Context: an optimization exercise on an open-source flow, tuned for small area and a short achievable clock period. The choices shown serve that exercise and are no tape-out recipe.
In this exercise RTL edits were held to simulation tests only and were not proved equivalent to the original.
No activity file was given, so power comes from the tool's default toggle rates.

## latency_scoreboard
module latency_scoreboard #(
   parameter int          HDR_WIDTH      = 24,
   parameter int          DATA_WIDTH     = 32,
   parameter int          NUM_SLOTS      = 8,
   parameter int          IN_DEPTH_LOG2  = 5,
   parameter int          IN_FULL_THRESH = 24,
   parameter int          Q_DEPTH_LOG2   = 3,
   parameter int          Q_FULL_THRESH  = 5,
   parameter logic [15:0] LFSR_SEED      = 16'hACE1
) (
   input  logic                           clk,
   input  logic                           rst,
   input  logic [HDR_WIDTH-1:0]           meta_i,
   input  logic [DATA_WIDTH-1:0]          data_i,
   input  logic                           write_en_i,
   output logic [HDR_WIDTH-1:0]           meta_o,
   output logic [DATA_WIDTH-1:0]          data_o,
   output logic [latsc_pkg::TID_WIDTH-1:0] tid_o,
   output logic                           valid_o,
   input  logic                           read_en_i,
   output logic                           empty_o,
   output logic                           full_o,
   output logic                           overflow_o,
   output logic                           underflow_o,
   output logic [31:0]                    count_o
);
   localparam int DW = HDR_WIDTH + DATA_WIDTH;   
   localparam int TL = 7;                        
   localparam int SW = DW + TL;                  
   localparam int MD = 37;                       
   localparam int OD = 4;                        
   localparam int TP = DATA_WIDTH;               
   localparam logic [1:0] S_FREE  = 2'd0;
   localparam logic [1:0] S_COUNT = 2'd1;
   localparam logic [1:0] S_READY = 2'd2;
   localparam logic [1:0] F_PASS = 2'd0;
   localparam logic [1:0] F_WAIT = 2'd1;
   localparam logic [1:0] F_DONE = 2'd2;
   logic [15:0]         tid_q;
   logic [5:0]          in_cnt_q;
   logic                in_full, in_empty, wr_ok;
   logic [5:0]          wp_q, rp_q, sp_q;
   logic [TL-1:0]       sp_tid_q;
   logic [MD*DW-1:0]    mem_q;
   assign in_full  = in_cnt_q[5];
  ...
clock: 50.0 ns
lec_check: 0
cap_margin: 20
core_margin: 2
core_utilization: 62
cts_cluster_diameter: 100
cts_cluster_size: 25
place_density: 0.75
slew_margin: 20
synth_hierarchical: 1
synth_minimum_keep_size: 0
standard.sh (not shown) runs the stock make flow with config.mk's settings and CLKGATE_MAP_FILE= SYNTH_SCRIPT=/design/flow/synth_recipe.tcl, a recipe that flattens the netlist after the stock synthesis.
==> flow/flow/run.sh <==
#!/bin/bash
# Layout flow: the standard ORFS flow (standard.sh, from the standard
# synthesis to finish), with two changes:
#  - the port buffers that buffer_ports inserts at placement are
#    sky130_fd_sc_hd__buf_4 instead of the default cell, so the fixed I/O
#    delays are not lengthened by slow buffers;
#  - the timing repair after clock tree synthesis and after global routing
#    works with a setup margin, so that it also improves the I/O paths that
#    set the achieved period (the clock period itself is unchanged).
# ORFS writes each step's log under orfs/logs; make's own output goes to
# flow_make_*.log in the work folder.
set -euo pipefail
cd "$(dirname "$0")/.."
export BUFFER_PORTS_ARGS="-buffer_cell sky130_fd_sc_hd__buf_4"
bash standard.sh synth floorplan place > flow_make_1.log 2>&1
export SETUP_SLACK_MARGIN=38.7
bash standard.sh cts route finish > flow_make_2.log 2>&1
The baseline completed without violations.
Then changed:
--- a/flow/flow/run.sh
+++ b/flow/flow/run.sh
@@ -5 +5 @@
-#    sky130_fd_sc_hd__buf_4 instead of the default cell, so the fixed I/O
+#    sky130_fd_sc_hd__buf_2 instead of the default cell, so the fixed I/O
@@ -14 +14 @@
-export BUFFER_PORTS_ARGS="-buffer_cell sky130_fd_sc_hd__buf_4"
+export BUFFER_PORTS_ARGS="-buffer_cell sky130_fd_sc_hd__buf_2"
CAP_MARGIN = 10   (was 20)
CORE_UTILIZATION = 58   (was 62)
PLACE_DENSITY = 0.72   (was 0.75)
SLEW_MARGIN = 10   (was 20)
The changed run finished with timing, DRC and antenna clean.
Die area goes up by 6.8%.
Sequential share of layout area rises by 0.17 points.
Total power is about the same.
Then changed:
==> flow/flow/run.sh (replaced) <==
#!/bin/bash
# Layout flow: the standard ORFS flow (standard.sh, all stages from the
# standard synthesis to finish), with one change: the port buffers that
# buffer_ports inserts at placement are sky130_fd_sc_hd__buf_4 instead of the
# default cell, so the fixed I/O delays are not lengthened by slow buffers.
# ORFS writes each step's log under orfs/logs; make's own output goes to
# flow_make.log in the work folder.
set -euo pipefail
cd "$(dirname "$0")/.."
export BUFFER_PORTS_ARGS="-buffer_cell sky130_fd_sc_hd__buf_4"
bash standard.sh finish > flow_make.log 2>&1
CAP_MARGIN = 20   (was 10)
CORE_UTILIZATION = 62   (was 58)
PLACE_DENSITY = 0.75   (was 0.72)
SLEW_MARGIN = 20   (was 10)
- final cell count shrinks by 1.7%
- clock skew grows by 0.015 ns
- power hardly moves
- global-route usage grows by 2.0 points
- synthesized area is unchanged

what the ideal ports hide:
No port has a modelled driver above. Below, the same layouts with a new extraction and two added sets of constraints.
Step 1: set_driving_cell puts a clkbuf_16 on clk and a buf_2 on each other input, an assumption about the parent block.
Step 2 also shifts input and output timing later by t, the mid clock arrival at the registers, as if the neighbouring blocks saw the same clock.
a / b / c = ideal ports / drivers / drivers and shift; a / b = the first two.
| run | t (ns) | setup slack, ns | hold WS [ns] | slew at the worst register clock pin (ns) | worst slew at a driven data input, ns |
|---|---|---|---|---|---|
| the first run | 0.933 | 38.608 / 38.518 / 38.079 | 0.465 / 0.465 / 0.465 | 0.11 / 0.11 | 0.23 |
| the second run | 0.952 | 38.632 / 38.531 / 38.374 | 0.471 / 0.471 / 0.471 | 0.10 / 0.10 | 0.24 |
| the third run | 0.933 | 38.450 / 38.360 / 37.823 | 0.469 / 0.469 / 0.469 | 0.11 / 0.11 | 0.23 |
After both steps every run listed still meets setup and hold. For the third run, which loses most, drivers alone change the setup slack by -0.090 ns; drivers and shift together by -0.627 ns.
